This is an optimization exercise on Yosys and OpenROAD, whose aim is small area and few clock cycles per item, not a production implementation.
Only simulation tests tie the RTL to the original design; equivalence was not proved.

## angle_position_pid_loop
module angle_position_pid_loop #(
  parameter int ENCODER_BITS   = appl_pkg::ENCODER_BITS_DEF,
  parameter int GAIN_FRAC_BITS = appl_pkg::GAIN_FRAC_BITS_DEF
) (
  input  logic                                clk_i,
  input  logic                                rst_ni,
  input  logic                                in_valid_i,
  output logic                                in_ready_o,
  input  logic [appl_pkg::ENC_W-1:0]          encoder_count_i,
  output logic                                out_valid_o,
  input  logic                                out_ready_i,
  output logic signed [appl_pkg::CUR_W-1:0]   current_ref_o,
  input  logic                                cfg_we_i,
  input  logic [appl_pkg::CFG_IDX_W-1:0]      cfg_idx_i,
  input  logic [appl_pkg::CFG_DATA_W-1:0]     cfg_data_i
);
clock: 10.5 ns
lec_check: 0
cap_margin: 20
core_margin: 2
core_utilization: 55
cts_cluster_diameter: 100
cts_cluster_size: 25
place_density: 0.5
slew_margin: 20
synth_hierarchical: 1
run.sh (not shown) runs the stock make flow with config.mk's settings and CLKGATE_MAP_FILE= SYNTH_SCRIPT=/design/flow/synth_recipe.tcl, a recipe that flattens the netlist after the stock synthesis.
The baseline finished clean.
Testbench counts at the start, summed over its fixed seeds: cycles 14,544, items 14,400.
Next try:
--- a/flow/config.mk
+++ b/flow/config.mk
@@ -9,7 +9,4 @@
 export CORE_MARGIN = 2
 export CORE_UTILIZATION = 55
-export CTS_CLUSTER_DIAMETER = 100
-export CTS_CLUSTER_SIZE = 25
-export PLACE_DENSITY = 0.5
 export SLEW_MARGIN = 20
 export SYNTH_HIERARCHICAL = 1
- via count came out higher by 1.0%
- sequential share of layout area shrinks by 0.15 points
- count of clock-buffer cells in the layout went up by 19
- worst setup slack improved by 0.091 ns
- final area came out higher by 0.96%
Next try:
--- a/flow/config.mk
+++ b/flow/config.mk
@@ -8,5 +8,5 @@
 export CAP_MARGIN = 20
 export CORE_MARGIN = 2
-export CORE_UTILIZATION = 55
+export CORE_UTILIZATION = 70
 export SLEW_MARGIN = 20
 export SYNTH_HIERARCHICAL = 1
=>
- sequential share of layout area barely changes
- worst setup slack gets worse by 0.28 ns
- global-route usage goes up by 9.4 points
- count of clock-buffer cells in the layout does not change
- design area fell by 0.65%
- worst hold slack gains 0.011 ns
Next try:
--- a/flow/config.mk
+++ b/flow/config.mk
@@ -8,5 +8,7 @@
 export CAP_MARGIN = 20
 export CORE_MARGIN = 2
-export CORE_UTILIZATION = 70
+export CORE_UTILIZATION = 55
+export CTS_CLUSTER_DIAMETER = 100
+export CTS_CLUSTER_SIZE = 25
 export SLEW_MARGIN = 20
 export SYNTH_HIERARCHICAL = 1
Result: The changed run finished clean. Global-route usage goes down by 9.4 points. Final area stays flat. Core utilization went down by 17 points. Cell count came out higher by 4.1%. Hold slack degrades by 0.019 ns. Non-clock buffer count increases by 7.
Next try:
--- a/flow/config.mk
+++ b/flow/config.mk
@@ -11,4 +11,5 @@
 export CTS_CLUSTER_DIAMETER = 100
 export CTS_CLUSTER_SIZE = 25
+export PLACE_DENSITY = 0.75
 export SLEW_MARGIN = 20
 export SYNTH_HIERARCHICAL = 1
Outcome:
- area after synthesis does not change
- design area decreases by 1.1%
- wire length decreases by 9.8%
- first-iteration DRC count is lower by 9.8%
- global-route usage drops by 3.6 points
- core utilization drops by 0.63 points
- die area stays the same
- non-clock buffer count shrinks by 22
- setup slack is worse by 0.11 ns

---

Another version of the RTL of angle_position_pid_loop (not shown whole).
For scale: about 3500 cells after synthesis, ~220 flip-flops, about 64 I/O pins, ~0.036 mm² of cells after synthesis.
export LEC_CHECK = 0
export CAP_MARGIN = 5
export CORE_MARGIN = 2
export CORE_UTILIZATION = 40
export GPL_TIMING_DRIVEN = 0
export SLEW_MARGIN = 5
export SYNTH_HIERARCHICAL = 1
create_clock -name core_clock -period 10.5 [get_ports {clk_i}]
The baseline ran to the end with no violations.
Testbench counts at the start, summed over its fixed seeds: cycles 14,544, items 14,400.
Rerun with:
--- a/flow/config.mk
+++ b/flow/config.mk
@@ -6,8 +6,8 @@
 export NUM_CORES = 4
 export LEC_CHECK = 0
-export CAP_MARGIN = 5
+export CAP_MARGIN = 20
 export CORE_MARGIN = 2
-export CORE_UTILIZATION = 40
+export CORE_UTILIZATION = 60
 export GPL_TIMING_DRIVEN = 0
-export SLEW_MARGIN = 5
+export SLEW_MARGIN = 20
 export SYNTH_HIERARCHICAL = 1
The new run went through all stages and came out clean.
Register-to-register slack got worse by 0.14 ns.
Fmax is lower by 1.3%.
Utilization is higher by 23 points.
Rerun with:
--- a/flow/config.mk
+++ b/flow/config.mk
@@ -8,6 +8,5 @@
 export CAP_MARGIN = 20
 export CORE_MARGIN = 2
-export CORE_UTILIZATION = 60
-export GPL_TIMING_DRIVEN = 0
+export CORE_UTILIZATION = 30
 export SLEW_MARGIN = 20
 export SYNTH_HIERARCHICAL = 1
Area after synthesis is unchanged.
Routed wire length came out lower by a little under a tenth.
Cell count came out higher by roughly a tenth.
Via count came out lower by a little under a tenth.
Sequential cell count does not change.
Utilization came out lower by 37 points.
Setup slack improved by 0.38 ns.
Sequential share of layout area came out higher by 0.73 points.
Rerun with:
--- a/flow/config.mk
+++ b/flow/config.mk
@@ -8,5 +8,5 @@
 export CAP_MARGIN = 20
 export CORE_MARGIN = 2
-export CORE_UTILIZATION = 30
+export CORE_UTILIZATION = 40
 export SLEW_MARGIN = 20
 export SYNTH_HIERARCHICAL = 1
Result: Wire length shrinks by 4.1%; worst setup slack is worse by 0.030 ns; critical path depth rose by 3; die area went down by 25%; global-route usage goes up by 5.7 points.

[re-timing with driven ports]
The results above use ideal ports. As a check the final layouts listed here were re-extracted and re-timed, cells and wires unchanged.
Step 1 assumes that a clkbuf_16 drives the clock port and a buf_2 every other input.
Step 2 moves the port delays by t, midway between the first and last clock arrival at a register: inputs arrive t later, outputs are due t later. That takes back most of the time a late clock gives input paths.
Three values: ideal, step 1, step 2; two values: the first two.
run	t, ns	setup WS [ns]	worst hold slack (ns)
the first run of note 1	0.613	0.653 / 0.653 / 0.323	0.457 / 0.457 / 0.457
the second run of note 1	0.655	0.744 / 0.744 / 0.203	0.437 / 0.437 / 0.437
the third run of note 1	0.656	0.464 / 0.464 / 0.084	0.448 / 0.448 / 0.448
the fourth run of note 1	0.615	0.758 / 0.758 / 0.264	0.429 / 0.429 / 0.429
the fifth run of note 1	0.560	0.644 / 0.644 / 0.344	0.464 / 0.464 / 0.464
the first run of note 2	0.670	0.345 / 0.345 / 0.345	0.448 / 0.448 / 0.448
the second run of note 2	0.657	0.206 / 0.206 / 0.206	0.487 / 0.487 / 0.487
the third run of note 2	0.667	0.588 / 0.588 / 0.588	0.442 / 0.442 / 0.442
the fourth run of note 2	0.684	0.559 / 0.559 / 0.559	0.441 / 0.441 / 0.441
After both steps every run listed still meets setup and hold. For the second run of note 1, which loses most, drivers alone change the setup slack by 0.000 ns; drivers and shift together by -0.541 ns.
